This design comes from an exercise in tuning for small area on the open sky130 flow, not from production work. Function was checked by simulation only, so behaviour that the tests miss may differ from the original. No activity file was given, so power comes from the tool's default toggle rates.

==> flow/design.v <==
package branch_chkpt_ctrl_pkg;
    localparam int PREGS       = 64;
    localparam int PREG_W      = 6;
    localparam int COUNT_W     = $clog2(PREGS) + 1;
    localparam int NUM_ARCH    = 32;
    localparam int MAP_W       = NUM_ARCH * PREG_W;
    localparam int NUM_CHKPT   = 4;
    localparam int CHKPT_TAG_W = 4;
    typedef enum logic {
        ST_IDLE,
        ST_RECOVER
    } chkpt_state_e;
    typedef struct packed {
        logic [MAP_W-1:0]   rat_map;
        logic [PREG_W-1:0]  fl_head;
        logic [COUNT_W-1:0] fl_count;
        logic [COUNT_W-1:0] free_since;
        logic               valid;
        logic               resolved;
    } chkpt_slot_t;
endpackage
module branch_chkpt_ctrl #(
    parameter int NUM_CHKPT = branch_chkpt_ctrl_pkg::NUM_CHKPT,
    parameter int TAG_W     = branch_chkpt_ctrl_pkg::CHKPT_TAG_W
) (
    input  logic                                        clk_i,
    input  logic                                        rst_i,
    input  logic                                        chkpt_we_i,
    input  logic [branch_chkpt_ctrl_pkg::MAP_W-1:0]     chkpt_rat_map_i,
    input  logic [branch_chkpt_ctrl_pkg::PREG_W-1:0]    chkpt_fl_head_i,
    input  logic [branch_chkpt_ctrl_pkg::COUNT_W-1:0]   chkpt_fl_free_count_i,
    output logic [TAG_W-1:0]                            chkpt_tag_o,
    output logic                                        chkpt_avail_o,
    input  logic                                        commit_free_valid_i,
    input  logic [branch_chkpt_ctrl_pkg::PREG_W-1:0]    fl_live_tail_i,
    input  logic                                        resolve_valid_i,
    input  logic [TAG_W-1:0]                            resolve_tag_i,
    input  logic                                        resolve_mispredict_i,
    output logic                                        rat_recover_o,
    output logic [branch_chkpt_ctrl_pkg::MAP_W-1:0]     rat_recover_map_o,
    output logic                                        fl_recover_o,
    output logic [branch_chkpt_ctrl_pkg::PREG_W-1:0]    fl_recover_head_o,
    output logic [branch_chkpt_ctrl_pkg::PREG_W-1:0]    fl_recover_tail_o,
    output logic [branch_chkpt_ctrl_pkg::COUNT_W-1:0]   fl_recover_free_count_o,
    output logic                                        flush_o,
    output logic                                        busy_o
);
    localparam int PTR_W   = $clog2(NUM_CHKPT);
    localparam int MAP_W   = branch_chkpt_ctrl_pkg::MAP_W;
    localparam int PREG_W  = branch_chkpt_ctrl_pkg::PREG_W;
    localparam int COUNT_W = branch_chkpt_ctrl_pkg::COUNT_W;
    localparam int DATA_W  = MAP_W + PREG_W;
    logic [DATA_W-1:0]  slot_data  [NUM_CHKPT];
    logic [COUNT_W-1:0] slot_count [NUM_CHKPT];
    logic [NUM_CHKPT-1:0] slot_valid;
    logic [NUM_CHKPT-1:0] slot_resolved;
    logic [PTR_W-1:0]   oldest_q;
    logic [PTR_W-1:0]   alloc_q;
    logic [NUM_CHKPT-1:0] rec_sel_q;     
    logic               recover_q;
    logic               full;
    logic               tag_hit;
    logic               mispredict;
    logic               resolve_ok;
    logic               capture;
    logic               retire;
    logic [PTR_W-1:0]   res_idx;
    logic [PTR_W-1:0]   res_dist;
    logic [NUM_CHKPT-1:0] younger_mask;
    logic [NUM_CHKPT-1:0] wr_en;
    assign full          = slot_valid[alloc_q];
    assign res_idx       = resolve_tag_i[PTR_W-1:0];
    assign tag_hit       = resolve_valid_i && (resolve_tag_i[TAG_W-1:PTR_W] == '0)
                           && slot_valid[res_idx] && !recover_q;
    assign mispredict    = tag_hit && resolve_mispredict_i;
    assign resolve_ok    = tag_hit && !resolve_mispredict_i;
    assign chkpt_avail_o = !full && !recover_q && !(resolve_valid_i && resolve_mispredict_i);
    assign capture       = chkpt_we_i && chkpt_avail_o;
    assign retire        = slot_valid[oldest_q] && slot_resolved[oldest_q];
    assign res_dist      = res_idx - oldest_q;
    assign chkpt_tag_o   = TAG_W'(alloc_q);
    always_comb begin
        for (int i = 0; i < NUM_CHKPT; i++) begin
            younger_mask[i] = (PTR_W'(i) - oldest_q) >= res_dist;
            wr_en[i]        = capture && (alloc_q == PTR_W'(i));
        end
    end
    always_ff @(posedge clk_i or posedge rst_i) begin
        if (rst_i) begin
            recover_q     <= 1'b0;
            oldest_q      <= '0;
            alloc_q       <= '0;
            slot_valid    <= '0;
            slot_resolved <= '0;
        end else begin
            recover_q <= mispredict;
            if (retire) begin
                slot_valid[oldest_q] <= 1'b0;
                oldest_q             <= oldest_q + 1'b1;
            end
            if (resolve_ok) begin
                slot_resolved[res_idx] <= 1'b1;
            end
            if (capture) begin
                slot_valid[alloc_q]    <= 1'b1;
                slot_resolved[alloc_q] <= 1'b0;
                alloc_q                <= alloc_q + 1'b1;
            end
            if (mispredict) begin
                for (int i = 0; i < NUM_CHKPT; i++) begin
                    if (younger_mask[i]) begin
                        slot_valid[i] <= 1'b0;
                    end
                end
                alloc_q <= res_idx;
            end
        end
    end
    always_ff @(posedge clk_i) begin
        if (mispredict) begin
            for (int i = 0; i < NUM_CHKPT; i++) begin
                rec_sel_q[i] <= (res_idx == PTR_W'(i));
            end
        end
        for (int i = 0; i < NUM_CHKPT; i++) begin
            if (wr_en[i]) begin
                slot_data[i]  <= {chkpt_fl_head_i, chkpt_rat_map_i};
                slot_count[i] <= chkpt_fl_free_count_i;
            end else if (commit_free_valid_i && slot_valid[i]) begin
                slot_count[i] <= slot_count[i] + 1'b1;
            end
        end
    end
    logic [DATA_W-1:0]  rec_data;
    logic [COUNT_W-1:0] rec_count;
    always_comb begin
        rec_data  = '0;
        rec_count = '0;
        for (int i = 0; i < NUM_CHKPT; i++) begin
            rec_data  = rec_data  | ({DATA_W{rec_sel_q[i]}}  & slot_data[i]);
            rec_count = rec_count | ({COUNT_W{rec_sel_q[i]}} & slot_count[i]);
        end
    end
    assign rat_recover_o           = recover_q;
    assign fl_recover_o            = recover_q;
    assign flush_o                 = recover_q;
    assign busy_o                  = recover_q;
    assign rat_recover_map_o       = rec_data[MAP_W-1:0];
    assign fl_recover_head_o       = rec_data[DATA_W-1:MAP_W];
    assign fl_recover_tail_o       = fl_live_tail_i;
    assign fl_recover_free_count_o = rec_count + COUNT_W'(commit_free_valid_i);
endmodule
==> flow/run.sh <==
#!/bin/bash
# synth_recipe.tcl (not shown) runs the flow's synth.tcl, then flattens the netlist and writes it again
# the make line also repeats each setting of config.mk as NAME=value (left out here)
make -C /OpenROAD-flow-scripts/flow DESIGN_CONFIG=/design/flow/config.mk WORK_HOME=/design/flow/orfs CLKGATE_MAP_FILE= SYNTH_SCRIPT=/design/flow/synth_recipe.tcl finish
==> flow/config.mk <==
export PLATFORM = sky130hd
export DESIGN_NAME = branch_chkpt_ctrl
export DESIGN_NICKNAME = branch_chkpt_ctrl
export VERILOG_FILES = /design/flow/design.v
export SDC_FILE = /design/flow/constraint.sdc
export NUM_CORES = 4
export LEC_CHECK = 0
export ABC_AREA = 1
export CAP_MARGIN = 20
export CORE_MARGIN = 2
export CORE_UTILIZATION = 40
export CTS_BUF_LIST = sky130_fd_sc_hd__clkbuf_4 sky130_fd_sc_hd__clkbuf_8
export CTS_CLUSTER_DIAMETER = 50
export CTS_CLUSTER_SIZE = 20
export SLEW_MARGIN = 20
==> flow/constraint.sdc <==
create_clock -name core_clock -period 5.5 [get_ports {clk_i}]
set_input_delay 1.1000 -clock core_clock [delete_from_list [all_inputs] [get_ports {clk_i}]]
set_output_delay 1.1000 -clock core_clock [all_outputs]
set_load 0.01 [all_outputs]
==> results of run 1 <==
==> registers in the layout (all words and copies together), names as in the netlist <==
name	cells
slot_data	792
slot_resolved	4
rec_sel_q	4
slot_count	28
recover_q	1
oldest_q	2
alloc_q	2
slot_valid	4
==> worst paths after layout <==
| path | from | endpoint | slack [ns] | cells past startpoint |
|---|---|---|---|---|
| max | rec_sel_q[3] | rat_recover_map_o[58] | 1.10 | 5 |
| min reg2reg | slot_resolved[2] | slot_resolved[2] | 0.57 | 3 |
| max reg2reg | alloc_q[1] | slot_data[3][135] | 2.62 | 5 |
| max in group asynchronous | rst_i | oldest_q[0] | 4.42 | 2 |
| min | slot_resolved[2] | slot_resolved[2] | 0.57 | 3 |
| min in group asynchronous | rst_i | slot_resolved[1] | 0.72 | 2 |
==> final cells by class <==
class,count,area share [%]
Inverter,54,0.518
Sequential cell,837,64.0
Timing Repair Buffer,446,11.7
Clock buffer,91,3.13
Tap cell,1050,3.36
Clock inverter,69,2.19
Multi-Input combinational cell,1280,15.0
Antenna cell,7,0.0447
==> critical path: stages, from the launching register on <==
cell	delay [ns]
edfxtp_1	0.43
buf_4	0.62
buf_4	0.65
nand2_1	0.14
nand4_1	0.14
clkdlybuf4s50_1	0.57
==> where the power goes <==
group	total, mW	leakage (nW)	switching [mW]	internal, mW
clock	4.49	1.01	2.47	2.03
sequential	8.30	7.64	0.267	8.03
combinational	2.32	5.06	1.46	0.866
total	15.1	13.7	4.19	10.9
==> placed cells by master, fill, tap and decap left out, types with 13 or more instances in the layout <==
cell and instances:
o21ai_1 18, nor2_1 19, nand4_1 204, ha_1 23, xor2_1 24, nand3_1 26, dfrtp_1 13, nand2_1 910
clkdlybuf4s50_1 426, clkinv_8 16, inv_6 15, buf_12 13, edfxtp_1 824, inv_1 50, o21ai_0 14, clkbuf_8 87
==> logic make-up (layout without fill, tap and decap cells) <==
logic type / Yosys count / count (layout)
compound gates: 49 / 49
xor+xnor: 24 / 24
fa+ha+maj: 23 / 23
buf+inv: 163 / 660
flops: 837 / 837
other cells: 1 / 9
simple gates: 1182 / 1182
==> per-stage QoR <==
step,utilization (%),instance area [µm²],setup slack [ns],TNS [ns],cells
after global placement,47.1,37100,1.38,0,3667
after detailed placement,47.1,37100,1.31,0,3667
after CTS,49.7,39100,0.952,0,3827
after floorplan,-,31700,-1.88,-1429.64,2280
after global routing,49.7,39200,0.859,0,3833
final,49.7,39200,1.10,0,3834
==> routing by layer <==
| layer | part of all wire, % | vias to the layer above | GRT usage (%) |
|---|---|---|---|
| met5 | 0.11 | - | 0 |
| met4 | 2.6 | 14 | 6.18 |
| met3 | 7.4 | 134 | 5.37 |
| met2 | 50 | 542 | 31.3 |
| met1 | 40 | 9423 | 22.3 |
| li1 | - | 8987 | - |
==> results_dict.tcl, run 1 <==
set metrics [dict create \
    cts.htree.levels 3 \
    drt-total-wl_mm 76.4 \
    yosys-top-cells-area "edfxtp_1 (78%), nand2_1 (11%), nand4_1 (4.0%), dfrtp_1 (1.0%), ha_1 (0.91%)" \
    drv_cap 0 \
    synthFlopType "edfxtp_1" \
    multi_input_area_mm2 0.00589 \
    ys_ff_latch 837 \
    grt_max_degree 137 \
    synthMuxAreaShare_pct 0 \
    yosysTopAreaCellShare_pct 78.1 \
    seq_area_mm2 0.0251 \
    fmax_mhz 227 \
    place_congestion 0.810 \
    cts_tree "done" \
    syn_inst 2279 \
    ir_worst_vdd_mv 0.276 \
    hold_violations 0 \
    cts_max_path_buffers 3 \
    fill_cells 6591 \
    synth_area_per_cell_um2 13.9 \
    dp_hpwl_mm 43.5 \
    postCtsHoldBufs 0 \
    grt_setup_unrepaired "no" \
    fin_nets 2949 \
    drive_gt1_share_pct 7.35 \
    drc 0 \
    synth_edf_count 824 \
    post-route-min-period_ns 4.40 \
    ys_seq_area_share_pct 79.2 \
    p_leak_nw 13.7 \
    grt_pass1_wl_mm 114 \
    numClockSinks 837 \
    max_slew.worst_pin.slew_ns 1.10 \
    status "timing/DRC/antenna clean" \
    initialDrtViolationCount 1115 \
    die_area_mm2 0.0814 \
    maxSlewHeadroom_pct 26.7 \
    ys_top_cells_by_count "nand2_1 (910), edfxtp_1 (824), nand4_1 (204), inv_1 (50), buf_2 (49)" \
    synth.yosys.warnings 3 \
    die_w_um 285 \
    wl_per_cell_um 19.9 \
    core.rowCount 103 \
    cp.arrival_ns 3.30 \
    critPathLaunchType "flop" \
    crit_path_end_kind "output port" \
    cts_buffers 86 \
    clkTransAtPathRegs_ns 0.09 \
    clk-insertion-delay-late_ns 0.72 \
    grtUsageTotal_pct 18.3 \
    coreArea_mm2 0.0787 \
    synth-compound-area-share_pct 0.905 \
    power_mw 15.1 \
    postCtsSetupBuffers 0 \
    finalSetupViolCount 0 \
    worst_ep_required_time_ns 4.40 \
    synthAdderAreaFrac_pct 0.909 \
    area_growth_pct 23.6 \
    fin_crit_sh_pct 79.9 \
    powerDensity_mw_per_mm2 386 \
    ant_nets 0 \
    grt_remaining_overflow 0 \
    die_h_um 285 \
    yosysMostFrequentCell "nand2_1" \
    routed_via_density 4.98 \
    synth-simple-area-share_pct 16.0 \
    critPathKind "flop to output port" \
    holdWs_ns 0.573 \
    root_buffer "clkbuf_8" \
    synth_top_family_by_area "simple AND/OR/NAND/NOR gates" \
    drv_slew 0 \
    pin_count 441 \
    skew_ns 0.0467 \
    start_util_pct 40.2 \
    synth-xor-area-share_pct 0.664 \
    ctsResizeCount 0 \
    hold_path.class "flop to flop" \
    vias 19100 \
    portBuffers 426 \
    yosysUniqueCellTypes 30 \
    antenna_found_initial 13 \
    post-synth-top-area-cell "edfxtp_1" \
    crit_fanout 51 \
    grt_pass1_vias 19300 \
    async_reset_ff_share_pct 1.55 \
    synth_area_mm2 0.0317 \
    dr.pass1.iters 6 \
]
==> inputs of run 2 (changes only) <==
--- a/flow/config.mk
+++ b/flow/config.mk
@@ -11,5 +11,2 @@
 export CORE_UTILIZATION = 40
-export CTS_BUF_LIST = sky130_fd_sc_hd__clkbuf_4 sky130_fd_sc_hd__clkbuf_8
-export CTS_CLUSTER_DIAMETER = 50
-export CTS_CLUSTER_SIZE = 20
 export SLEW_MARGIN = 20
==> results_dict.tcl, run 2 <==
set metrics [dict create \
    coreArea_mm2 0.0787 \
    fin_nets 2951 \
    crit_fanout 51 \
    worst_ep_required_time_ns 4.40 \
    hold_depth 3 \
    final_common_cell "nand2_1" \
    synth-simple-area-share_pct 16.0 \
    vias 19200 \
    ys_ff_latch 837 \
    grtUsageTotal_pct 18.5 \
    switchingPower_mw 4.16 \
    yosys-top-cells-area "edfxtp_1 (78%), nand2_1 (11%), nand4_1 (4.0%), dfrtp_1 (1.0%), ha_1 (0.91%)" \
    area_growth_pct 26.2 \
    postCtsSetupBuffers 0 \
    synth_edf_count 824 \
    drv_cap 0 \
    grt_setup_unrepaired "no" \
    synth-xor-area-share_pct 0.664 \
    synth-compound-area-share_pct 0.905 \
    clkPwrFrac_pct 35.5 \
    grt_max_degree 137 \
    sw_frac_of_total_pct 25.2 \
    die_area_mm2 0.0814 \
    drc 0 \
    synthFlopType "edfxtp_1" \
    cp.arrival_ns 3.22 \
    grt_pass1_wl_mm 115 \
    clk-insertion-delay-late_ns 0.63 \
    p_leak_nw 14.1 \
    cts_max_path_buffers 3 \
    fin_crit_sh_pct 78.6 \
    syn_inst 2279 \
    hold_violations 0 \
    antenna_found_initial 13 \
    hold_path.class "flop to flop" \
    ctsResizeCount 0 \
    min_from "slot_resolved[1]" \
    wl_per_cell_um 20.1 \
    cp_common_cell "buf_4" \
    critPathTopFamily "buffers and inverters" \
    drt-total-wl_mm 77.2 \
    crit_cells 5 \
    r2r_cells 5 \
    synth_area_mm2 0.0317 \
    yosysMostFrequentCell "nand2_1" \
    place_congestion 0.810 \
    drive_gt1_share_pct 6.37 \
    rrSetupSlack_ns 2.59 \
    status "timing/DRC/antenna clean" \
    ys_seq_area_share_pct 79.2 \
    p_seq_share_pct 50.4 \
    clkTransAtPathRegs_ns 0.06 \
    grt_remaining_overflow 0 \
    cts_tree "done" \
    pin_count 441 \
    grt_pass1_vias 19400 \
    finalSetupViolCount 0 \
    post-route-util_pct 50.8 \
    synth_top_family_by_area "simple AND/OR/NAND/NOR gates" \
    rr_startpoint "alloc_q[1]" \
    postCtsHoldBufs 0 \
    ant_nets 0 \
    layout_common_cells "nand2_1 (910), edfxtp_1 (824), clkdlybuf4s50_1 (426)" \
    critPathBufInv 3 \
    post-route-min-period_ns 4.32 \
    cpPeakStageDelay_ns 0.66 \
    maxSlewHeadroom_pct 23.0 \
    synthMuxAreaShare_pct 0 \
    ys_top_cells_by_count "nand2_1 (910), edfxtp_1 (824), nand4_1 (204), inv_1 (50), buf_2 (49)" \
    p_comb_share_pct 14.1 \
    initialDrtViolationCount 1248 \
    crit_path_end_kind "output port" \
    die_h_um 285 \
    portBuffers 426 \
    die_w_um 285 \
    routed_via_density 5.02 \
    largestRegisters "slot_data x792, slot_count x28" \
    async_reset_ff_share_pct 1.55 \
    regMostFlops "slot_data" \
    numClockSinks 837 \
    synth_area_per_cell_um2 13.9 \
    cts_buffers 88 \
    synth.yosys.warnings 3 \
    root_buffer "clkbuf_16" \
    path_cells "buf_4 -> buf_4 -> nand2_1 -> nand4_1 -> clkdlybuf4s50_1" \
    cpMaxStageDelayCell "buf_4" \
    power_mw 16.5 \
    cp-startpoint "rec_sel_q[3]" \
    cts.htree.levels 3 \
    synthAdderAreaFrac_pct 0.909 \
    drv_slew 0 \
    max_slew.worst_pin.slew_ns 1.15 \
    fill_cells 6534 \
    fmax_mhz 231 \
    holdWs_ns 0.566 \
    internal_power_mw 12.3 \
    largest_register_ffs 792 \
    yosysTopAreaCellShare_pct 78.1 \
    dp_hpwl_mm 43.5 \
    skew_ns 0.0231 \
    powerDensity_mw_per_mm2 413 \
    dr.pass1.iters 6 \
    critPathLaunchType "flop" \
    start_util_pct 40.2 \
    post-synth-top-area-cell "edfxtp_1" \
    critPathKind "flop to output port" \
    ir_worst_vdd_mv 0.283 \
    core.rowCount 103 \
    yosysUniqueCellTypes 30 \
]
[run 2: area by class of cell]
class | instances | area (µm²) | share of cell area (%)
well taps | 1050 | 1310 | 3.29
clock inverters | 57 | 618 | 1.55
multi-input cells | 1280 | 5890 | 14.7
inverters | 54 | 203 | 0.507
diodes | 6 | 15.0 | 0.0376
clock buffers | 103 | 2280 | 5.70
flip-flops and latches | 837 | 25100 | 62.7
repair buffers | 446 | 4580 | 11.5
[run 2: power groups by stage]
stage,combinational [mW],clock (mW),sequential [mW]
after floorplan,1.25,0,8.52
after global placement,2.33,0,8.41
after detailed placement,2.36,0,8.44
after CTS,2.38,6.02,8.31
after global routing,2.58,6.27,8.38
final,2.33,5.85,8.31
[run 2: per-stage QoR]
stage	instance area, µm²	worst slack [ns]	cells	TNS [ns]
finish	40000	1.18	3833	0
global route	40000	0.983	3832	0
CTS	40000	1.07	3827	0
detailed placement	37100	1.31	3667	0
global placement	37100	1.38	3667	0
floorplan	31700	-1.88	2280	-1429.64
[run 2: worst reg2reg max path, cell delays in order, from the launching register on]
cell and delay, ns:
dfrtp_1 0.51, inv_1 0.18, nand3_1 0.16, nand4_1 0.44, nor2_4 0.32, buf_12 0.52
[run 2: final timing paths]
path / end
setup / recovery: rat_recover_map_o[23]
hold / removal: slot_resolved[1]
hold reg to reg: slot_resolved[1]
setup reg to reg: slot_data[3][132]
max in group asynchronous: slot_resolved[3]
min in group asynchronous: slot_resolved[2]
[run 2: cells by family after synthesis]
family | count (synthesis)
DFF | 837
AOI/OAI and AO/OA | 49
buffers and inverters | 163
other | 1
xor gates and xnor gates | 24
adders and majority gates | 23
and+or+nand+nor | 1182
[run 2: per-layer routing]
metal  routed length (µm)  vias to the layer above  global-route usage (%)
met1                30700                     9552                    22.6
met2                38700                      547                    31.7
li1                     -                     9000                       -
met4                 1910                       16                    6.24
met5                   90                        -                       0
met3                 5810                      121                    5.29
==> inputs of run 3 (changes only) <==
--- a/flow/config.mk
+++ b/flow/config.mk
@@ -11,2 +11,5 @@
 export CORE_UTILIZATION = 40
+export CTS_BUF_LIST = sky130_fd_sc_hd__clkbuf_8
+export CTS_CLUSTER_DIAMETER = 50
+export CTS_CLUSTER_SIZE = 24
 export SLEW_MARGIN = 20
==> results_dict.tcl, run 3 <==
set metrics [dict create \
    regMostFlops "slot_data" \
    portBuffers 426 \
    cp.arrival_ns 3.30 \
    synth_edf_count 824 \
    initialDrtViolationCount 1136 \
    post-route-min-period_ns 4.40 \
    syn_inst 2279 \
    largestRegisters "slot_data x792, slot_count x28" \
    final_common_cell "nand2_1" \
    grt_pass1_vias 19300 \
    ant_nets 0 \
    root_buffer "clkbuf_8" \
    cts_max_path_buffers 3 \
    grt_max_degree 137 \
    drc 0 \
    clkTransAtPathRegs_ns 0.09 \
    tns_ns 0 \
    postCtsHoldBufs 0 \
    clk-insertion-delay-late_ns 0.70 \
    area_growth_pct 23.6 \
    post-synth-top-area-cell "edfxtp_1" \
    drive_gt1_share_pct 7.20 \
    grt_pass1_wl_mm 114 \
    finalSetupViolCount 0 \
    fin_ws_ns 1.10 \
    post-route-util_pct 49.7 \
    dr.pass1.iters 5 \
    crit_fanout 51 \
    r2r-end "slot_data[3][125]" \
    ys_top_cells_by_count "nand2_1 (910), edfxtp_1 (824), nand4_1 (204), inv_1 (50), buf_2 (49)" \
    ctsResizeCount 0 \
    fin_crit_sh_pct 80.1 \
    ys_seq_area_share_pct 79.2 \
    drv_cap 0 \
    yosysUniqueCellTypes 30 \
    cts_tree "done" \
    synth_area_per_cell_um2 13.9 \
    cts_buffers 86 \
    yosysMostFrequentCell "nand2_1" \
    rr_startpoint "alloc_q[1]" \
    fill_cells 6592 \
    dp_slack_ns 1.31 \
    yosys-top-cells-area "edfxtp_1 (78%), nand2_1 (11%), nand4_1 (4.0%), dfrtp_1 (1.0%), ha_1 (0.91%)" \
    cts.htree.levels 3 \
    synth_area_mm2 0.0317 \
    vias 19100 \
    drt-total-wl_mm 76.4 \
    postCtsSetupBuffers 0 \
    fmax_mhz 227 \
    r2r_cells 5 \
    dp_hpwl_mm 43.5 \
    place_congestion 0.810 \
    hold_violations 0 \
    skew_ns 0.0420 \
    holdWs_ns 0.573 \
    ir_worst_vdd_mv 0.256 \
    start_util_pct 40.2 \
    coreArea_mm2 0.0787 \
    drv_slew 0 \
    fin_nets 2949 \
    pin_count 441 \
    grt_setup_unrepaired "no" \
    grt_remaining_overflow 0 \
    crit_path_end_kind "output port" \
    maxSlewHeadroom_pct 25.6 \
    hold_depth 3 \
    critPathLaunchType "flop" \
    die_w_um 285 \
    worst_ep_required_time_ns 4.40 \
    min_to "slot_resolved[2]" \
    core.rowCount 103 \
    antenna_found_initial 12 \
    max_slew.worst_pin.slew_ns 1.12 \
    rrSetupSlack_ns 2.61 \
    async_reset_ff_share_pct 1.55 \
    powerDensity_mw_per_mm2 385 \
    status "timing/DRC/antenna clean" \
    die_h_um 285 \
    hold_path.class "flop to flop" \
    die_area_mm2 0.0814 \
    yosysTopAreaCellShare_pct 78.1 \
    min_from "slot_resolved[2]" \
    wl_per_cell_um 19.9 \
    p_leak_nw 13.7 \
    layout_common_cells "nand2_1 (910), edfxtp_1 (824), clkdlybuf4s50_1 (426)" \
    routed_via_density 4.97 \
    critPathKind "flop to output port" \
    ys_ff_latch 837 \
    grtUsageTotal_pct 18.3 \
    numClockSinks 837 \
    synthFlopType "edfxtp_1" \
    largest_register_ffs 792 \
    synth.yosys.warnings 3 \
]
-- run 3: cell counts after synthesis --
No cell type changed its count.
-- run 3: worst max-delay path by stage --
stage                         from                          to  slack [ns]
6_report              rec_sel_q[3]       rat_recover_map_o[25]        1.10
5_1_grt               rec_sel_q[3]       rat_recover_map_o[49]        0.86
3_5_place_dp   commit_free_valid_i  fl_recover_free_count_o[4]        1.31
2_1_floorplan           chkpt_we_i            slot_count[1][0]       -1.88
4_1_cts               rec_sel_q[3]       rat_recover_map_o[58]        0.95
3_3_place_gp   commit_free_valid_i  fl_recover_free_count_o[4]        1.38
-- run 3: power breakdown --
group          internal [mW]  switching, mW  leakage [nW]
Combinational          0.866           1.46          5.06
Sequential              8.03          0.268          7.64
Clock                   2.00           2.47          1.01
-- run 3: cells by family after synthesis --
family / count (synthesis) / share of synthesized area (%)
adders and majority gates: 23 / 0.909
and+or+nand+nor: 1182 / 16.0
buffers and inverters: 163 / 2.35
DFF: 837 / 79.2
AOI/OAI and AO/OA: 49 / 0.905
other: 1 / 0.0118
xor gates and xnor gates: 24 / 0.664
-- run 3: cell type report --
| class | instances | area [µm²] | area share (%) |
|---|---|---|---|
| sequential | 837 | 25100 | 64.1 |
| multi-input combinational | 1280 | 5890 | 15.1 |
| timing repair buffer | 446 | 4580 | 11.7 |
| tap | 1050 | 1310 | 3.36 |
| clock buffer | 87 | 1200 | 3.06 |
| clock inverter | 73 | 867 | 2.22 |
| inverter | 54 | 203 | 0.518 |
| antenna | 7 | 17.5 | 0.0448 |
-- run 3: per-layer routing --
layer,wire length [µm],track usage (%)
met1,30600,22.4
met2,38300,31.2
met3,5450,5.31
met4,1970,6.20
met5,76,0
-- run 3: worst max-delay path, stage by stage, from the launching register on --
cell and delay (ns):
edfxtp_1 0.43, buf_4 0.63, buf_4 0.65, nand2_1 0.12, nand4_1 0.15, clkdlybuf4s50_1 0.58
-- run 3: metrics by stage --
step,instances,area (µm²),power [mW]
2_1_floorplan,2280,31700,9.77
3_3_place_gp,3667,37100,10.7
3_5_place_dp,3667,37100,10.8
4_1_cts,3827,39100,15.3
5_1_grt,3833,39100,15.8
6_report,3834,39100,15.1
==> inputs of run 4 (changes only) <==
==> flow/flow/run.sh (new file) <==
#!/bin/bash
# Own layout flow: the standard synthesis, then a re-mapping of the snapshot datapath's
# combinational logic (registers untouched), then the standard layout steps with the ports
# buffered by the smallest buffer.
set -euo pipefail
W=$(pwd)
R=$W/orfs/results/${FLOW_PLATFORM}/branch_chkpt_ctrl/base
bash standard.sh synth > $W/flow_synth.log 2>&1
cp $R/1_2_yosys.v $W/1_2_yosys.standard.v
rm -f $R/1_synth.odb $R/1_synth.sdc
export BUFFER_PORTS_ARGS="-buffer_cell sky130_fd_sc_hd__buf_1"
bash standard.sh finish > $W/flow_finish.log 2>&1
==> flow/standard.sh (new file) <==
#!/bin/bash
# synth_recipe.tcl (not shown) runs the flow's synth.tcl, then flattens the netlist and writes it again
# the make line also repeats each setting of config.mk as NAME=value (left out here)
make -C /OpenROAD-flow-scripts/flow DESIGN_CONFIG=/design/flow/config.mk WORK_HOME=/design/flow/orfs CLKGATE_MAP_FILE= SYNTH_SCRIPT=/design/flow/synth_recipe.tcl "${@:-finish}"
--- a/flow/config.mk
+++ b/flow/config.mk
@@ -11,5 +11,2 @@
 export CORE_UTILIZATION = 40
-export CTS_BUF_LIST = sky130_fd_sc_hd__clkbuf_8
-export CTS_CLUSTER_DIAMETER = 50
-export CTS_CLUSTER_SIZE = 24
 export SLEW_MARGIN = 20
removed: flow/run.sh
==> results_dict.tcl, run 4 <==
set metrics [dict create \
    numClockSinks 837 \
    r2r-end "slot_data[1][103]" \
    fill_cells 6803 \
    layout_common_cells "nand2_1 (910), edfxtp_1 (824), buf_1 (426)" \
    dp_hpwl_mm 44.6 \
    final_common_cell "nand2_1" \
    yosysMostFrequentCell "nand2_1" \
    die_h_um 285 \
    drv_slew 0 \
    hold_path.class "input port to asynchronous set/reset pin" \
    largestRegisters "slot_data x792, slot_count x28" \
    post-route-min-period_ns 4.09 \
    grtUsageTotal_pct 18.1 \
    p_leak_nw 12.9 \
    seq_area_mm2 0.0251 \
    finalSetupViolCount 0 \
    clkPwrFrac_pct 35.6 \
    cts_tree "done" \
    drc 0 \
    holdWs_ns 0.477 \
    synthFlopType "edfxtp_1" \
    post-synth-top-area-cell "edfxtp_1" \
    crit_fanout 66 \
    ant_nets 0 \
    synth_area_per_cell_um2 13.9 \
    multi_input_area_mm2 0.00589 \
    die_area_mm2 0.0814 \
    grt_pass1_vias 19000 \
    dp_slack_ns 1.61 \
    start_util_pct 40.2 \
    yosysUniqueCellTypes 30 \
    async_reset_ff_share_pct 1.55 \
    wl_per_cell_um 19.7 \
    internal_power_mw 11.9 \
    power_mw 16.1 \
    status "timing/DRC/antenna clean" \
    p_comb_share_pct 12.6 \
    synth.yosys.warnings 3 \
    cts.htree.levels 3 \
    syn_inst 2279 \
    antenna_found_initial 13 \
    yosysTopAreaCellShare_pct 78.1 \
    postCtsSetupBuffers 0 \
    place_congestion 0.872 \
    dr.pass1.iters 5 \
    powerDensity_mw_per_mm2 430 \
    synth_area_mm2 0.0317 \
    switchingPower_mw 4.17 \
    pin_count 441 \
    synth_edf_count 824 \
    crit_path_end "rat_recover_map_o[14]" \
    fmax_mhz 245 \
    sw_frac_of_total_pct 25.9 \
    vias 19300 \
    largest_register_ffs 792 \
    hold_violations 0 \
    portBuffers 426 \
    fin_crit_sh_pct 74.3 \
    drv_cap 0 \
    die_w_um 285 \
    ys_seq_area_share_pct 79.2 \
    max_slew.worst_pin.slew_ns 1.15 \
    cp-startpoint "rec_sel_q[1]" \
    cp.arrival_ns 2.99 \
    postCtsHoldBufs 0 \
    rr_startpoint "alloc_q[0]" \
    grt_remaining_overflow 0 \
    ctsResizeCount 0 \
    critPathLaunchType "flop" \
    fin_nets 2962 \
    maxSlewHeadroom_pct 22.3 \
    cts_buffers 87 \
    area_growth_pct 17.8 \
    critPathKind "flop to output port" \
    initialDrtViolationCount 1260 \
    regMostFlops "slot_data" \
    clk-insertion-delay-late_ns 0.65 \
    core.rowCount 103 \
    grt_setup_unrepaired "no" \
    routed_via_density 5.02 \
    grt_pass1_wl_mm 113 \
    root_buffer "clkbuf_16" \
    fin_ws_ns 1.41 \
    grt_max_degree 181 \
    worst_ep_required_time_ns 4.40 \
    drive_gt1_share_pct 6.39 \
    cts_max_path_buffers 3 \
    post-route-util_pct 47.4 \
    ys_top_cells_by_count "nand2_1 (910), edfxtp_1 (824), nand4_1 (204), inv_1 (50), buf_2 (49)" \
    rrSetupSlack_ns 2.58 \
    skew_ns 0.0242 \
    clkTransAtPathRegs_ns 0.06 \
    r2r_cells 6 \
    ys_ff_latch 837 \
    coreArea_mm2 0.0787 \
    yosys-top-cells-area "edfxtp_1 (78%), nand2_1 (11%), nand4_1 (4.0%), dfrtp_1 (1.0%), ha_1 (0.91%)" \
    p_seq_share_pct 51.8 \
    ir_worst_vdd_mv 0.296 \
    drt-total-wl_mm 75.6 \
    crit_path_end_kind "output port" \
]
run 4: changes by cell type in the layout (fill, tap and decap cells not counted), moves of 14 or more:
cell             change
clkinv_1            +18
clkdlybuf4s50_1    -426
clkbuf_8            -85
clkbuf_16           +88
buf_1              +426
clkbuf_1            +18
clkinv_8            -14
run 4: cell families after synthesis:
group	count (synthesis)	synth area share [%]
and+or+nand+nor	1182	16.0
DFF	837	79.2
buffers and inverters	163	2.35
AOI/OAI and AO/OA	49	0.905
xor gates and xnor gates	24	0.664
adders and majority gates	23	0.909
other	1	0.0118
run 4: how the worst min path moves through the flow:
stage                           startpoint                to  slack [ns]  cells past startpoint
after floorplan           slot_resolved[0]  slot_resolved[0]        0.52                      3
after global placement    slot_resolved[0]  slot_resolved[0]        0.54                      3
after detailed placement  slot_resolved[3]  slot_resolved[3]        0.55                      3
after CTS                            rst_i  slot_resolved[1]        0.45                      2
after global routing                 rst_i  slot_resolved[1]        0.48                      2
final                                rst_i  slot_resolved[1]        0.48                      2
run 4: critical path, stage by stage (launching register included):
cell and delay, ns:
edfxtp_1 0.36, buf_4 0.59, buf_4 0.77, nand2_1 0.11, nand4_1 0.14, buf_1 0.23
run 4: area by class of cell:
class                      count  share of cell area, %
inverter                      54                  0.543
tap                         1050                   3.52
clock buffer                 108                   6.16
multi-input combinational   1280                   15.8
clock inverter                50                   1.35
sequential                   837                   67.2
antenna                        7                 0.0469
timing repair buffer         458                   5.41
run 4: through the flow:
step	area (µm²)	setup TNS (ns)	cells
2_1_floorplan	31700	-1429.64	2280
3_3_place_gp	34400	0	3677
3_5_place_dp	34400	0	3677
4_1_cts	37200	0	3835
5_1_grt	37300	0	3841
6_report	37300	0	3844
run 4: routing by layer:
layer / GRT usage, % / wire [µm] / vias to the layer above / share of wire, %
li1: - / - / 9020 / -
met2: 29.5 / 36600 / 571 / 48
met5: 0 / 107 / - / 0.14
met1: 23.4 / 31600 / 9571 / 42
met4: 6.90 / 2070 / 16 / 2.7
met3: 4.34 / 5260 / 132 / 7.0
run 4: power groups by stage:
stage,clock (mW),sequential (mW),combinational [mW]
6_report,5.72,8.31,2.02
5_1_grt,6.11,8.38,2.26
4_1_cts,5.87,8.31,2.06
3_5_place_dp,0,8.44,2.05
3_3_place_gp,0,8.41,2.01
2_1_floorplan,0,8.52,1.25
==> inputs of run 5 (changes only) <==
--- a/flow/design.v
+++ b/flow/design.v
@@ -70,2 +70,3 @@
     logic [NUM_CHKPT-1:0] wr_en;
+    logic [NUM_CHKPT-1:0] wr_hold;
     assign full          = slot_valid[alloc_q];
@@ -85,2 +86,4 @@
             wr_en[i]        = capture && (alloc_q == PTR_W'(i));
+            wr_hold[i]      = !chkpt_we_i || full || recover_q || (resolve_valid_i && resolve_mispredict_i)
+                              || (alloc_q != PTR_W'(i));
         end
@@ -125,4 +128,5 @@
         for (int i = 0; i < NUM_CHKPT; i++) begin
+            slot_data[i] <= ({DATA_W{wr_en[i]}} & {chkpt_fl_head_i, chkpt_rat_map_i})
+                          | ({DATA_W{wr_hold[i]}} & slot_data[i]);
             if (wr_en[i]) begin
-                slot_data[i]  <= {chkpt_fl_head_i, chkpt_rat_map_i};
                 slot_count[i] <= chkpt_fl_free_count_i;
--- a/flow/flow/run.sh
+++ b/flow/flow/run.sh
@@ -9,2 +9,3 @@
 cp $R/1_2_yosys.v $W/1_2_yosys.standard.v
+python3 $W/flow/remap.py $R/1_2_yosys.v > $W/flow_remap.log 2>&1
 rm -f $R/1_synth.odb $R/1_synth.sdc
==> flow/flow/remap.py (new file) <==
#!/usr/bin/env python3
"""Re-map the snapshot datapath of the synthesised netlist onto compact sky130hd cells.

The registers are left exactly as synthesis made them (same instances, names and cell types);
only combinational logic changes:
  * each slot_data register's D input becomes a22o(wr_en, in, wr_hold, q), a 2:1 hold mux
    without an inverter, with wr_en/wr_hold decoded once per slot;
  * each recovery-map / head output becomes the one-hot select
    nand2(a222oi(s0,q0,s1,q1,s2,q2), nand2(s3,q3)) of the four slots.
The logic these replace is swept as dead.

usage: remap.py NETLIST   (rewrites NETLIST in place)
"""
import re
import sys
from collections import defaultdict

P = "sky130_fd_sc_hd__"
NUM = 4
MAP_W = 192
HEAD_W = 6
DATA_W = MAP_W + HEAD_W
OUT_PINS = {"X", "Y", "Q", "Q_N", "SUM", "COUT", "HI", "LO"}

path = sys.argv[1]
text = open(path).read()

m = re.search(r"^(.*?\);\n)(.*)^(\s*endmodule.*)$", text, re.S | re.M)
header_and_decl, body, tail = m.group(1), m.group(2), m.group(3)

inst_re = re.compile(r"^\s*(" + P + r"\w+)\s+(\S+)\s*\((.*?)\);\s*$", re.S | re.M)
pin_re = re.compile(r"\.(\w+)\(\s*([^()]*?)\s*\)")

decls = []
cells = []  # [type, name, {pin: net}]
pos = 0
for mm in inst_re.finditer(body):
    decls.append(body[pos:mm.start()])
    pos = mm.end()
    pins = {p: n.strip() for p, n in pin_re.findall(mm.group(3))}
    cells.append([mm.group(1), mm.group(2), pins])
rest = body[pos:]
decl_text = "".join(decls) + rest
assert "assign" not in decl_text, "unexpected assign in netlist"

port_names = set(re.findall(r"^\s*(?:input|output)\s+(?:\[[^\]]*\]\s*)?(\S+?);",
                             header_and_decl + decl_text, re.M))
ports_out = set(re.findall(r"^\s*output\s+(?:\[[^\]]*\]\s*)?(\S+?);", header_and_decl + decl_text, re.M))


def base(net):
    return net.split("[")[0].lstrip("\\").strip()


def is_port_out(net):
    return base(net) in ports_out


def is_flop(ctype):
    return "df" in ctype[len(P):]


def norm(n):
    return n.strip()


flops = {}
for c in cells:
    if is_flop(c[0]):
        flops[c[1]] = c


def flop(prefix):
    hits = [c for n, c in flops.items() if n.startswith(prefix + "$")]
    assert len(hits) == 1, (prefix, len(hits))
    return hits[0]


def qnet(prefix):
    return flop(prefix)[2]["Q"]


new_wires = []
counter = [0]


def wire(tag):
    counter[0] += 1
    n = f"rm_{tag}_{counter[0]}"
    new_wires.append(n)
    return n


def add(ctype, pins, tag):
    counter[0] += 1
    cells.append([P + ctype, f"rm_{tag}_{counter[0]}", pins])


# Write enables and holds, one pair per slot.
a0 = qnet(r"\alloc_q[0]")
a1 = qnet(r"\alloc_q[1]")
cap = wire("cap")
add("and2_1", {"A": "chkpt_we_i", "B": "chkpt_avail_o", "X": cap}, "cap")
dec = [wire(f"dec{i}") for i in range(NUM)]
add("nor2_1", {"A": a0, "B": a1, "Y": dec[0]}, "dec")
add("nor2b_1", {"A": a1, "B_N": a0, "Y": dec[1]}, "dec")
add("nor2b_1", {"A": a0, "B_N": a1, "Y": dec[2]}, "dec")
add("and2_1", {"A": a0, "B": a1, "X": dec[3]}, "dec")
en = [wire(f"en{i}") for i in range(NUM)]
hold = [wire(f"hold{i}") for i in range(NUM)]
for i in range(NUM):
    add("and2_1", {"A": cap, "B": dec[i], "X": en[i]}, "en")
    add("nand2_1", {"A": cap, "B": dec[i], "Y": hold[i]}, "hold")


def data_in(b):
    return f"chkpt_rat_map_i[{b}]" if b < MAP_W else f"chkpt_fl_head_i[{b - MAP_W}]"


def data_out(b):
    return f"rat_recover_map_o[{b}]" if b < MAP_W else f"fl_recover_head_o[{b - MAP_W}]"


# Storage: D = wr_en ? in : q.
for i in range(NUM):
    for b in range(DATA_W):
        f = flop(rf"\slot_data[{i}][{b}]")
        assert f[0] == P + "dfxtp_1", f[0]
        d = wire("d")
        f[2]["D"] = d
        add("a22o_1", {"A1": en[i], "A2": data_in(b), "B1": hold[i], "B2": f[2]["Q"], "X": d}, "st")

# Read: one-hot select of the recovering slot.
sel = [qnet(rf"\rec_sel_q[{i}]") for i in range(NUM)]
for b in range(DATA_W):
    out = data_out(b)
    drivers = [c for c in cells if any(p in OUT_PINS and n == out for p, n in c[2].items())]
    assert len(drivers) == 1, (out, len(drivers))
    drv = drivers[0]
    assert not is_flop(drv[0]), out
    for p, n in drv[2].items():
        if p in OUT_PINS and n == out:
            drv[2][p] = wire("dead")
    q = [qnet(rf"\slot_data[{i}][{b}]") for i in range(NUM)]
    n1 = wire("rd")
    n2 = wire("rd")
    add("a222oi_1", {"A1": sel[0], "A2": q[0], "B1": sel[1], "B2": q[1], "C1": sel[2], "C2": q[2],
                     "Y": n1}, "rd")
    add("nand2_1", {"A": sel[3], "B": q[3], "Y": n2}, "rd")
    add("nand2_1", {"A": n1, "B": n2, "Y": out}, "rd")

# Sweep combinational cells that drive nothing.
removed = 0
while True:
    loads = defaultdict(int)
    for c in cells:
        for p, n in c[2].items():
            if p not in OUT_PINS:
                loads[n] += 1
    keep = []
    for c in cells:
        outs = [n for p, n in c[2].items() if p in OUT_PINS]
        dead = (not is_flop(c[0])) and outs and all(loads[n] == 0 and not is_port_out(n) for n in outs)
        if dead:
            removed += 1
        else:
            keep.append(c)
    if len(keep) == len(cells):
        break
    cells = keep

# Drop declarations of wires no longer used.
used = set()
for c in cells:
    used.update(c[2].values())
out_lines = []
for line in decl_text.splitlines():
    mm = re.match(r"^\s*wire\s+(\\\S+\s|\S+);\s*$", line)
    if mm:
        n = mm.group(1).strip()
        if n not in used and n not in port_names:
            continue
    out_lines.append(line)

with open(path, "w") as fo:
    fo.write(header_and_decl)
    fo.write("\n".join(out_lines).rstrip() + "\n")
    for n in new_wires:
        if n in used:
            fo.write(f"  wire {n};\n")
    for t, n, pins in cells:
        pl = ",\n".join(f"    .{p}({v} )" if v.startswith("\\") else f"    .{p}({v})"
                         for p, v in pins.items())
        fo.write(f"  {t} {n} (\n{pl}\n  );\n")
    fo.write(tail if tail.endswith("\n") else tail + "\n")

cnt = defaultdict(int)
for c in cells:
    cnt[c[0]] += 1
print(f"remap: removed {removed} dead cells, {len(cells)} cells now")
for t in sorted(cnt):
    print(f"  {cnt[t]:6d} {t}")
--- a/flow/config.mk
+++ b/flow/config.mk
@@ -10,3 +10,6 @@
 export CORE_MARGIN = 2
-export CORE_UTILIZATION = 40
+export CORE_UTILIZATION = 30
+export CTS_BUF_LIST = sky130_fd_sc_hd__clkbuf_4 sky130_fd_sc_hd__clkbuf_8
+export CTS_CLUSTER_DIAMETER = 50
+export CTS_CLUSTER_SIZE = 20
 export SLEW_MARGIN = 20
==> results_dict.tcl, run 5 <==
set metrics [dict create \
    status "timing/DRC/antenna clean" \
    synth.yosys.warnings 3 \
    crit_fanout 132 \
    drv_cap 0 \
    largest_register_ffs 792 \
    root_buffer "clkbuf_8" \
    use_met2_pct 29.7 \
    place_congestion 0.812 \
    critPathTopFamily "flip-flops" \
    cts_buffers 90 \
    maxSlewHeadroom_pct 24.9 \
    cpMaxStageDelayCell "edfxtp_1" \
    post-route-min-period_ns 4.24 \
    pin_count 441 \
    layout_common_cells "a22o_1 (794), dfxtp_1 (792), nand2_1 (502)" \
    regMostFlops "slot_data" \
    clkTransAtPathRegs_ns 0.09 \
    die_w_um 318 \
    drv_slew 0 \
    fmax_mhz 236 \
    drt-total-wl_mm 96.7 \
    cpPeakStageDelay_ns 1.00 \
    final_common_cell "a22o_1" \
    rrSetupSlack_ns 2.06 \
    dp_hpwl_mm 54.2 \
    finalSetupViolCount 0 \
    start_util_pct 30.2 \
    clk-insertion-delay-late_ns 0.76 \
    use_met3_pct 3.70 \
    synth_area_mm2 0.0296 \
    worst_ep_required_time_ns 4.40 \
    portBuffers 426 \
    switchingPower_mw 8.05 \
    area_growth_pct 20.1 \
    grt_remaining_overflow 0 \
    busiest_layer "met2" \
    dr.pass1.iters 9 \
    clkPwrFrac_pct 21.6 \
    fin_nets 3364 \
    grt_max_degree 136 \
    antenna_found_initial 9 \
    p_comb_share_pct 32.3 \
    internal_power_mw 15.2 \
    tns_ns 0 \
    synth_area_per_cell_um2 11.3 \
    cp.arrival_ns 3.14 \
    max_slew.worst_pin.slew_ns 1.13 \
    ctsResizeCount 0 \
    cts_tree "done" \
    initialDrtViolationCount 3089 \
    critPathBufInv 2 \
    fin_ws_ns 1.26 \
    holdWs_ns 0.332 \
    cts.htree.levels 3 \
    fill_cells 9724 \
    p_seq_share_pct 46.1 \
    grtUsageTotal_pct 18.1 \
    hold_path.class "input port to asynchronous set/reset pin" \
    core.rowCount 115 \
    path_cells "buf_12 -> a222oi_1 -> nand2_1 -> buf_1" \
    powerDensity_mw_per_mm2 656 \
    grt_pass1_wl_mm 148 \
    die_area_mm2 0.101 \
    drc 0 \
    hold_violations 0 \
    rr_startpoint "alloc_q[1]" \
    dp_slack_ns 1.59 \
    finalNonFillerCells 4498 \
    numClockSinks 837 \
    critPathKind "flop to output port" \
    cts_max_path_buffers 3 \
    postCtsHoldBufs 0 \
    place_area_mm2 0.0332 \
    coreArea_mm2 0.0981 \
    ir_worst_vdd_mv 0.321 \
    syn_inst 2607 \
    postCtsSetupBuffers 0 \
    r2r-end "slot_data[2][61]" \
    vias 24900 \
    drive_gt1_share_pct 7.37 \
    cp-startpoint "rec_sel_q[2]" \
    design_area_mm2 0.0355 \
    critPathLaunchType "flop" \
    sw_frac_of_total_pct 34.6 \
    p_leak_nw 15.4 \
    r2r_cells 8 \
    skew_ns 0.0451 \
    fin_crit_sh_pct 77.1 \
    largestRegisters "slot_data x792, slot_count x28" \
    globalRouteMet1Util_pct 23.8 \
    wl_per_cell_um 21.5 \
    grt_pass1_vias 24400 \
    ant_nets 0 \
    crit_path_end_kind "output port" \
    routed_via_density 5.54 \
    die_h_um 318 \
    grt_setup_unrepaired "no" \
    dpl.cell_count 4318 \
]
[run 5: changes by cell type in the layout (fill, tap and decap cells not counted), moves of 19 or more]
cell       previous run  this run
a222oi_1              0       198
a22o_1                1       794
clkbuf_16            88         0
clkbuf_8              2        99
clkinv_1             20         1
dfxtp_1               0       792
edfxtp_1            824        32
nand2_1             910       502
nand4_1             204         9
[run 5: final cells by class]
type / instances / area, µm² / share of cell area [%]
antenna: 10 / 25.0 / 0.0704
clock buffer: 103 / 1390 / 3.92
clock inverter: 67 / 902 / 2.54
inverter: 50 / 188 / 0.528
multi-input combinational: 1677 / 12100 / 34.0
sequential: 837 / 17100 / 48.3
tap: 1287 / 1610 / 4.53
timing repair buffer: 467 / 2180 / 6.14
[run 5: how the worst max path moves through the flow]
stage / end / slack [ns] / depth (start not counted)
after global routing: rat_recover_map_o[128] / 1.11 / 4
after global placement: slot_data[2][111] / 1.62 / 8
after floorplan: fl_recover_free_count_o[4] / 0.005 / 9
after detailed placement: slot_data[2][116] / 1.59 / 8
final: rat_recover_map_o[1] / 1.26 / 4
after CTS: rat_recover_map_o[134] / 1.24 / 4
[run 5: per-stage QoR]
stage          power, mW  util [%]
2_1_floorplan       15.8         -
3_3_place_gp        18.1      33.8
3_5_place_dp        18.2      33.8
4_1_cts             23.4      36.2
5_1_grt             24.7      36.2
6_report            23.3      36.2
[run 5: layer usage]
layer / share of wire [%] / vias up
met5: 0.019 / -
met4: 2.6 / 4
met3: 6.9 / 162
met2: 46 / 974
met1: 44 / 12400
li1: - / 11400
[run 5: worst register-to-register path, stage by stage, from the launching register on]
cell and delay, ns:
dfrtp_1 0.63, inv_1 0.21, nand3_2 0.15, inv_1 0.07, nor2_4 0.26, and2_1 0.49, nand2_4 0.66, buf_12 0.48
a22o_1 0.34
[run 5: power by group through the flow]
stage / sequential, mW / combinational, mW / clock (mW)
5_1_grt: 11.0 / 8.23 / 5.39
4_1_cts: 10.7 / 7.54 / 5.15
2_1_floorplan: 10.4 / 5.43 / 0
3_3_place_gp: 10.8 / 7.32 / 0
6_report: 10.7 / 7.53 / 5.02
3_5_place_dp: 10.7 / 7.51 / 0
==> inputs of run 6 (changes only) <==
--- a/flow/design.v
+++ b/flow/design.v
@@ -53,3 +53,3 @@
     logic [DATA_W-1:0]  slot_data  [NUM_CHKPT];
-    logic [COUNT_W-1:0] slot_count [NUM_CHKPT];
+    logic [COUNT_W-1:0] slot_cbase [NUM_CHKPT];
     logic [NUM_CHKPT-1:0] slot_valid;
@@ -58,4 +58,6 @@
     logic [PTR_W-1:0]   alloc_q;
-    logic [NUM_CHKPT-1:0] rec_sel_q;     
+    logic [PTR_W-1:0]   rec_tag_q;     
     logic               recover_q;
+    logic [COUNT_W-1:0] free_cnt_q;
+    logic [COUNT_W-1:0] free_cnt_d;
     logic               full;
@@ -70,3 +72,4 @@
     logic [NUM_CHKPT-1:0] wr_en;
-    logic [NUM_CHKPT-1:0] wr_hold;
+    logic [NUM_CHKPT-1:0] wr_hold;       
+    logic [COUNT_W-1:0] cbase_in;
     assign full          = slot_valid[alloc_q];
@@ -82,2 +85,4 @@
     assign chkpt_tag_o   = TAG_W'(alloc_q);
+    assign free_cnt_d    = free_cnt_q + COUNT_W'(commit_free_valid_i);
+    assign cbase_in      = chkpt_fl_free_count_i - free_cnt_d;
     always_comb begin
@@ -97,4 +102,6 @@
             slot_resolved <= '0;
+            free_cnt_q    <= '0;
         end else begin
-            recover_q <= mispredict;
+            recover_q  <= mispredict;
+            free_cnt_q <= free_cnt_d;
             if (retire) begin
@@ -122,25 +129,20 @@
     always_ff @(posedge clk_i) begin
-        if (mispredict) begin
-            for (int i = 0; i < NUM_CHKPT; i++) begin
-                rec_sel_q[i] <= (res_idx == PTR_W'(i));
-            end
-        end
+        rec_tag_q <= res_idx;
         for (int i = 0; i < NUM_CHKPT; i++) begin
-            slot_data[i] <= ({DATA_W{wr_en[i]}} & {chkpt_fl_head_i, chkpt_rat_map_i})
-                          | ({DATA_W{wr_hold[i]}} & slot_data[i]);
-            if (wr_en[i]) begin
-                slot_count[i] <= chkpt_fl_free_count_i;
-            end else if (commit_free_valid_i && slot_valid[i]) begin
-                slot_count[i] <= slot_count[i] + 1'b1;
-            end
+            slot_data[i]  <= ({DATA_W{wr_en[i]}} & {chkpt_fl_head_i, chkpt_rat_map_i})
+                           | ({DATA_W{wr_hold[i]}} & slot_data[i]);
+            slot_cbase[i] <= ({COUNT_W{wr_en[i]}} & cbase_in)
+                           | ({COUNT_W{wr_hold[i]}} & slot_cbase[i]);
         end
     end
-    logic [DATA_W-1:0]  rec_data;
-    logic [COUNT_W-1:0] rec_count;
+    logic [NUM_CHKPT-1:0] rec_sel;
+    logic [DATA_W-1:0]    rec_data;
+    logic [COUNT_W-1:0]   rec_cbase;
     always_comb begin
         rec_data  = '0;
-        rec_count = '0;
+        rec_cbase = '0;
         for (int i = 0; i < NUM_CHKPT; i++) begin
-            rec_data  = rec_data  | ({DATA_W{rec_sel_q[i]}}  & slot_data[i]);
-            rec_count = rec_count | ({COUNT_W{rec_sel_q[i]}} & slot_count[i]);
+            rec_sel[i] = (rec_tag_q == PTR_W'(i));
+            rec_data   = rec_data  | ({DATA_W{rec_sel[i]}}  & slot_data[i]);
+            rec_cbase  = rec_cbase | ({COUNT_W{rec_sel[i]}} & slot_cbase[i]);
         end
@@ -154,3 +156,3 @@
     assign fl_recover_tail_o       = fl_live_tail_i;
-    assign fl_recover_free_count_o = rec_count + COUNT_W'(commit_free_valid_i);
+    assign fl_recover_free_count_o = rec_cbase + free_cnt_d;
 endmodule
==> flow/flow/run.sh (replaced) <==
#!/bin/bash
# Own layout flow: the standard synthesis, then a re-mapping of the datapath's
# combinational logic (registers untouched, see remap.py), then the standard layout steps
# with the ports buffered by the smallest buffer and a clock tree of small buffers without
# dummy loads.
set -euo pipefail
W=$(pwd)
R=$W/orfs/results/${FLOW_PLATFORM}/branch_chkpt_ctrl/base
bash standard.sh synth > $W/flow_synth.log 2>&1
cp $R/1_2_yosys.v $W/1_2_yosys.standard.v
python3 $W/flow/remap.py $R/1_2_yosys.v > $W/flow_remap.log 2>&1
rm -f $R/1_synth.odb $R/1_synth.sdc
export BUFFER_PORTS_ARGS="-buffer_cell sky130_fd_sc_hd__buf_1"
export CTS_ARGS="-sink_clustering_enable -repair_clock_nets -dont_use_dummy_load -sink_clustering_size 20 -sink_clustering_max_diameter 50 -buf_list {sky130_fd_sc_hd__clkbuf_4 sky130_fd_sc_hd__clkbuf_8}"
bash standard.sh finish > $W/flow_finish.log 2>&1
--- a/flow/flow/remap.py
+++ b/flow/flow/remap.py
@@ -7,4 +7,6 @@
     without an inverter, with wr_en/wr_hold decoded once per slot;
-  * each recovery-map / head output becomes the one-hot select
-    nand2(a222oi(s0,q0,s1,q1,s2,q2), nand2(s3,q3)) of the four slots.
+  * each recovery-map / head output becomes the select, with inverted one-hot selects ns,
+    nor2(o22ai(ns0,q0,ns1,q1), o22ai(ns2,q2,ns3,q3)) of the four slots.
+  * the free-count path (running count, capture-time base, recovery sum) is rebuilt from
+    half/full adders, with the bases stored and selected like the snapshot bits.
 The logic these replace is swept as dead.
@@ -133,3 +135,10 @@
 # Read: one-hot select of the recovering slot.
-sel = [qnet(rf"\rec_sel_q[{i}]") for i in range(NUM)]
+r0 = qnet(r"\rec_tag_q[0]")
+r1 = qnet(r"\rec_tag_q[1]")
+# Inverted one-hot selects: nsel[i] is 0 only for the recovering slot.
+nsel = [wire(f"nsel{i}") for i in range(NUM)]
+add("or2_1", {"A": r0, "B": r1, "X": nsel[0]}, "nsel")
+add("nand2b_1", {"A_N": r1, "B": r0, "Y": nsel[1]}, "nsel")
+add("nand2b_1", {"A_N": r0, "B": r1, "Y": nsel[2]}, "nsel")
+add("nand2_1", {"A": r0, "B": r1, "Y": nsel[3]}, "nsel")
 for b in range(DATA_W):
@@ -146,6 +155,84 @@
     n2 = wire("rd")
-    add("a222oi_1", {"A1": sel[0], "A2": q[0], "B1": sel[1], "B2": q[1], "C1": sel[2], "C2": q[2],
-                     "Y": n1}, "rd")
-    add("nand2_1", {"A": sel[3], "B": q[3], "Y": n2}, "rd")
-    add("nand2_1", {"A": n1, "B": n2, "Y": out}, "rd")
+    # out = AND over slots of (nsel | q), which is the selected slot's bit.
+    add("o22ai_1", {"A1": nsel[0], "A2": q[0], "B1": nsel[1], "B2": q[1], "Y": n1}, "rd")
+    add("o22ai_1", {"A1": nsel[2], "A2": q[2], "B1": nsel[3], "B2": q[3], "Y": n2}, "rd")
+    add("nor2_1", {"A": n1, "B": n2, "Y": out}, "rd")
+
+# Free count: the running count G (free_cnt_q) with Gn = G + free, each slot's base
+# cbase = count_in - Gn on capture, and at recovery cbase[slot] + Gn.
+CW = 7
+cfv = "commit_free_valid_i"
+G = [flop(rf"\free_cnt_q[{k}]") for k in range(CW)]
+Gq = [f[2]["Q"] for f in G]
+Gn = [wire("gn") for k in range(CW)]
+c = cfv
+for k in range(CW):
+    if k < CW - 1:
+        cn = wire("gc")
+        add("ha_1", {"A": Gq[k], "B": c, "SUM": Gn[k], "COUT": cn}, "ginc")
+        c = cn
+    else:
+        add("xor2_1", {"A": Gq[k], "B": c, "X": Gn[k]}, "ginc")
+for k in range(CW):
+    G[k][2]["D"] = Gn[k]
+
+cnt_in = [f"chkpt_fl_free_count_i[{k}]" for k in range(CW)]
+cb_in = [wire("cbi") for k in range(CW)]
+# cnt_in + ~Gn + 1
+c = None
+for k in range(CW):
+    if k == 0:
+        add("xor2_1", {"A": cnt_in[0], "B": Gn[0], "X": cb_in[0]}, "csub")
+        c = wire("cc")
+        add("or2b_1", {"A": cnt_in[0], "B_N": Gn[0], "X": c}, "csub")
+    elif k < CW - 1:
+        ng = wire("ngn")
+        add("inv_1", {"A": Gn[k], "Y": ng}, "csub")
+        cn = wire("cc")
+        add("fa_1", {"A": cnt_in[k], "B": ng, "CIN": c, "SUM": cb_in[k], "COUT": cn}, "csub")
+        c = cn
+    else:
+        x = wire("cx")
+        add("xor2_1", {"A": cnt_in[k], "B": Gn[k], "X": x}, "csub")
+        add("xnor2_1", {"A": x, "B": c, "Y": cb_in[k]}, "csub")
+
+for i in range(NUM):
+    for k in range(CW):
+        f = flop(rf"\slot_cbase[{i}][{k}]")
+        assert f[0] == P + "dfxtp_1", f[0]
+        d = wire("d")
+        f[2]["D"] = d
+        add("a22o_1", {"A1": en[i], "A2": cb_in[k], "B1": hold[i], "B2": f[2]["Q"], "X": d}, "cst")
+
+rc = []
+for k in range(CW):
+    q = [qnet(rf"\slot_cbase[{i}][{k}]") for i in range(NUM)]
+    n1 = wire("rd")
+    n2 = wire("rd")
+    r = wire("rc")
+    add("o22ai_1", {"A1": nsel[0], "A2": q[0], "B1": nsel[1], "B2": q[1], "Y": n1}, "rd")
+    add("o22ai_1", {"A1": nsel[2], "A2": q[2], "B1": nsel[3], "B2": q[3], "Y": n2}, "rd")
+    add("nor2_1", {"A": n1, "B": n2, "Y": r}, "rd")
+    rc.append(r)
+
+outs = [f"fl_recover_free_count_o[{k}]" for k in range(CW)]
+for out in outs:
+    drivers = [cc for cc in cells if any(p in OUT_PINS and n == out for p, n in cc[2].items())]
+    assert len(drivers) == 1, (out, len(drivers))
+    for p, n in drivers[0][2].items():
+        if p in OUT_PINS and n == out:
+            drivers[0][2][p] = wire("dead")
+c = None
+for k in range(CW):
+    if k == 0:
+        c = wire("ac")
+        add("ha_1", {"A": rc[0], "B": Gn[0], "SUM": outs[0], "COUT": c}, "cadd")
+    elif k < CW - 1:
+        cn = wire("ac")
+        add("fa_1", {"A": rc[k], "B": Gn[k], "CIN": c, "SUM": outs[k], "COUT": cn}, "cadd")
+        c = cn
+    else:
+        x = wire("ax")
+        add("xor2_1", {"A": rc[k], "B": Gn[k], "X": x}, "cadd")
+        add("xor2_1", {"A": x, "B": c, "X": outs[k]}, "cadd")
 
--- a/flow/config.mk
+++ b/flow/config.mk
@@ -11,5 +11,2 @@
 export CORE_UTILIZATION = 30
-export CTS_BUF_LIST = sky130_fd_sc_hd__clkbuf_4 sky130_fd_sc_hd__clkbuf_8
-export CTS_CLUSTER_DIAMETER = 50
-export CTS_CLUSTER_SIZE = 20
 export SLEW_MARGIN = 20
==> results_dict.tcl, run 6 <==
set metrics [dict create \
    crit_fanout 6 \
    postCtsHoldBufs 0 \
    clkTransAtPathRegs_ns 0.06 \
    dpl.cell_count 4186 \
    fmax_mhz 191 \
    design_area_mm2 0.0338 \
    die_area_mm2 0.0982 \
    area_growth_pct 17.8 \
    critPathLaunchType "flop" \
    cts_tree "done" \
    finalNonFillerCells 4300 \
    clk-insertion-delay-late_ns 0.73 \
    wl_per_cell_um 21.8 \
    cts.htree.levels 3 \
    fin_crit_sh_pct 95.3 \
    die_h_um 313 \
    start_util_pct 30.3 \
    drc 0 \
    grt_pass1_wl_mm 143 \
    grt_remaining_overflow 0 \
    cts_buffers 93 \
    hold_path.class "flop to flop" \
    tns_ns 0 \
    place_congestion 0.784 \
    grt_max_degree 108 \
    rrSetupSlack_ns 1.86 \
    synth.yosys.warnings 3 \
    drv_cap 0 \
    cts_max_path_buffers 3 \
    place_area_mm2 0.0324 \
    portBuffers 426 \
    grtUsageTotal_pct 18.1 \
    dp_slack_ns 0.401 \
    cp.arrival_ns 4.14 \
    p_leak_nw 14.3 \
    powerDensity_mw_per_mm2 610 \
    finalSetupViolCount 0 \
    status "timing/DRC/antenna clean" \
    routed_via_density 5.64 \
    min_from "slot_data[3][33]" \
    ant_nets 0 \
    synth_area_per_cell_um2 11.7 \
    fin_ws_ns 0.257 \
    rr_startpoint "free_cnt_q[0]" \
    coreArea_mm2 0.0949 \
    dp_hpwl_mm 51.7 \
    regMostFlops "slot_data" \
    worst_ep_required_time_ns 4.40 \
    drive_gt1_share_pct 5.66 \
    synth_area_mm2 0.0287 \
    holdWs_ns 0.472 \
    max_slew.worst_pin.slew_ns 1.01 \
    largestRegisters "slot_data x792, slot_cbase x28, free_cnt_q x7" \
    skew_ns 0.0615 \
    grt_setup_unrepaired "no" \
    numClockSinks 842 \
    root_buffer "clkbuf_8" \
    power_mw 20.6 \
    initialDrtViolationCount 2029 \
    fill_cells 9506 \
    post-route-min-period_ns 5.24 \
    pin_count 441 \
    die_w_um 313 \
    maxSlewHeadroom_pct 32.7 \
    cp-startpoint "rec_tag_q[0]" \
    antenna_found_initial 17 \
    vias 24300 \
    fin_nets 3277 \
    critPathKind "flop to output port" \
    core.rowCount 113 \
    drt-total-wl_mm 93.5 \
    largest_register_ffs 792 \
    ir_worst_vdd_mv 0.337 \
    dr.pass1.iters 5 \
    layout_common_cells "a22o_1 (820), dfxtp_1 (820), buf_1 (425)" \
    post-route-util_pct 35.7 \
    hold_violations 0 \
    syn_inst 2455 \
    drv_slew 0 \
    grt_pass1_vias 24400 \
    crit_path_end_kind "output port" \
]
[run 6: cell count changes in the layout (fill, tap and decap cells not counted), moves of 18 or more]
cell	delta
a22o_1	+26
nand3_1	-29
nor2_1	+194
edfxtp_1	-32
a222oi_1	-198
o21ai_0	-18
dfxtp_1	+28
buf_4	+24
nand2_1	-480
o22ai_1	+410
[run 6: repair_timing]
item,4_1_cts,5_1_grt
endpoints found under the setup margin,1,2
pin swaps,1,2
cloned,0,1
buffers inserted,0,6
gates resized for setup,0,5
[run 6: power by group]
part           internal, mW  switching (mW)
logic                  3.29            3.29
registers              8.96            1.52
clock network          1.50            2.07
total                  13.8            6.87
[run 6: worst max-delay path: stages, from the launching register on]
cell and delay [ns]:
dfxtp_4 0.40, or2_4 0.27, buf_12 0.13, o22ai_1 0.18
nor2_1 0.11, fa_1 0.46, fa_1 0.40, fa_1 0.40
fa_1 0.39, fa_1 0.38, xor2_1 0.14, clkbuf_2 0.15
[run 6: final timing paths]
path | to | cells after the start
setup reg to reg | slot_cbase[3][6] | 10
hold reg to reg | slot_data[3][33] | 1
hold / removal | slot_data[3][33] | 1
setup / recovery | fl_recover_free_count_o[6] | 11
min in group asynchronous | free_cnt_q[1] | 2
max in group asynchronous | free_cnt_q[4] | 2
[run 6: routing by layer]
layer,track usage [%],share of wire [%],up-vias
met3,3.85,6.9,175
li1,-,-,11100
met1,24.5,45,12100
met5,0,0.074,-
met2,28.5,45,949
met4,6.25,2.8,10
[run 6: layout make-up]
class	count	area [µm²]	share of cell area [%]
diodes	14	35.0	0.104
repair buffers	484	2220	6.57
clock buffers	93	1280	3.78
multi-input cells	1568	11600	34.3
flip-flops and latches	842	17000	50.1
well taps	1265	1580	4.68
inverters	34	128	0.377

## separate check: timing with driven ports
In the flow no input, the clock included, has a driving cell. The finished layouts below were timed again as built, in two steps. Step 1 assumes that a clkbuf_16 drives the clock port and a buf_2 every other input. Step 2 moves the port delays by t, midway between the first and last clock arrival at a register: inputs arrive t later, outputs are due t later. That takes back most of the time a late clock gives input paths. a / b / c = ideal ports / drivers / drivers and shift; a / b = the first two.
run | shift t [ns] | slack for setup (ns) | slew at the worst register clock pin (ns)
run 1 | 0.750 | 1.103 / 1.043 / 1.244 | 0.11 / 0.11
run 2 | 0.686 | 1.177 / 1.117 / 1.270 | 0.06 / 0.06
run 3 | 0.748 | 1.097 / 1.036 / 1.277 | 0.11 / 0.11
run 4 | 0.690 | 1.414 / 1.352 / 1.826 | 0.06 / 0.06
run 5 | 0.801 | 1.259 / 1.198 / 1.573 | 0.10 / 0.10
run 6 | 0.772 | 0.257 / 0.193 / 0.397 | 0.11 / 0.11
After both steps every run listed still meets setup and hold.
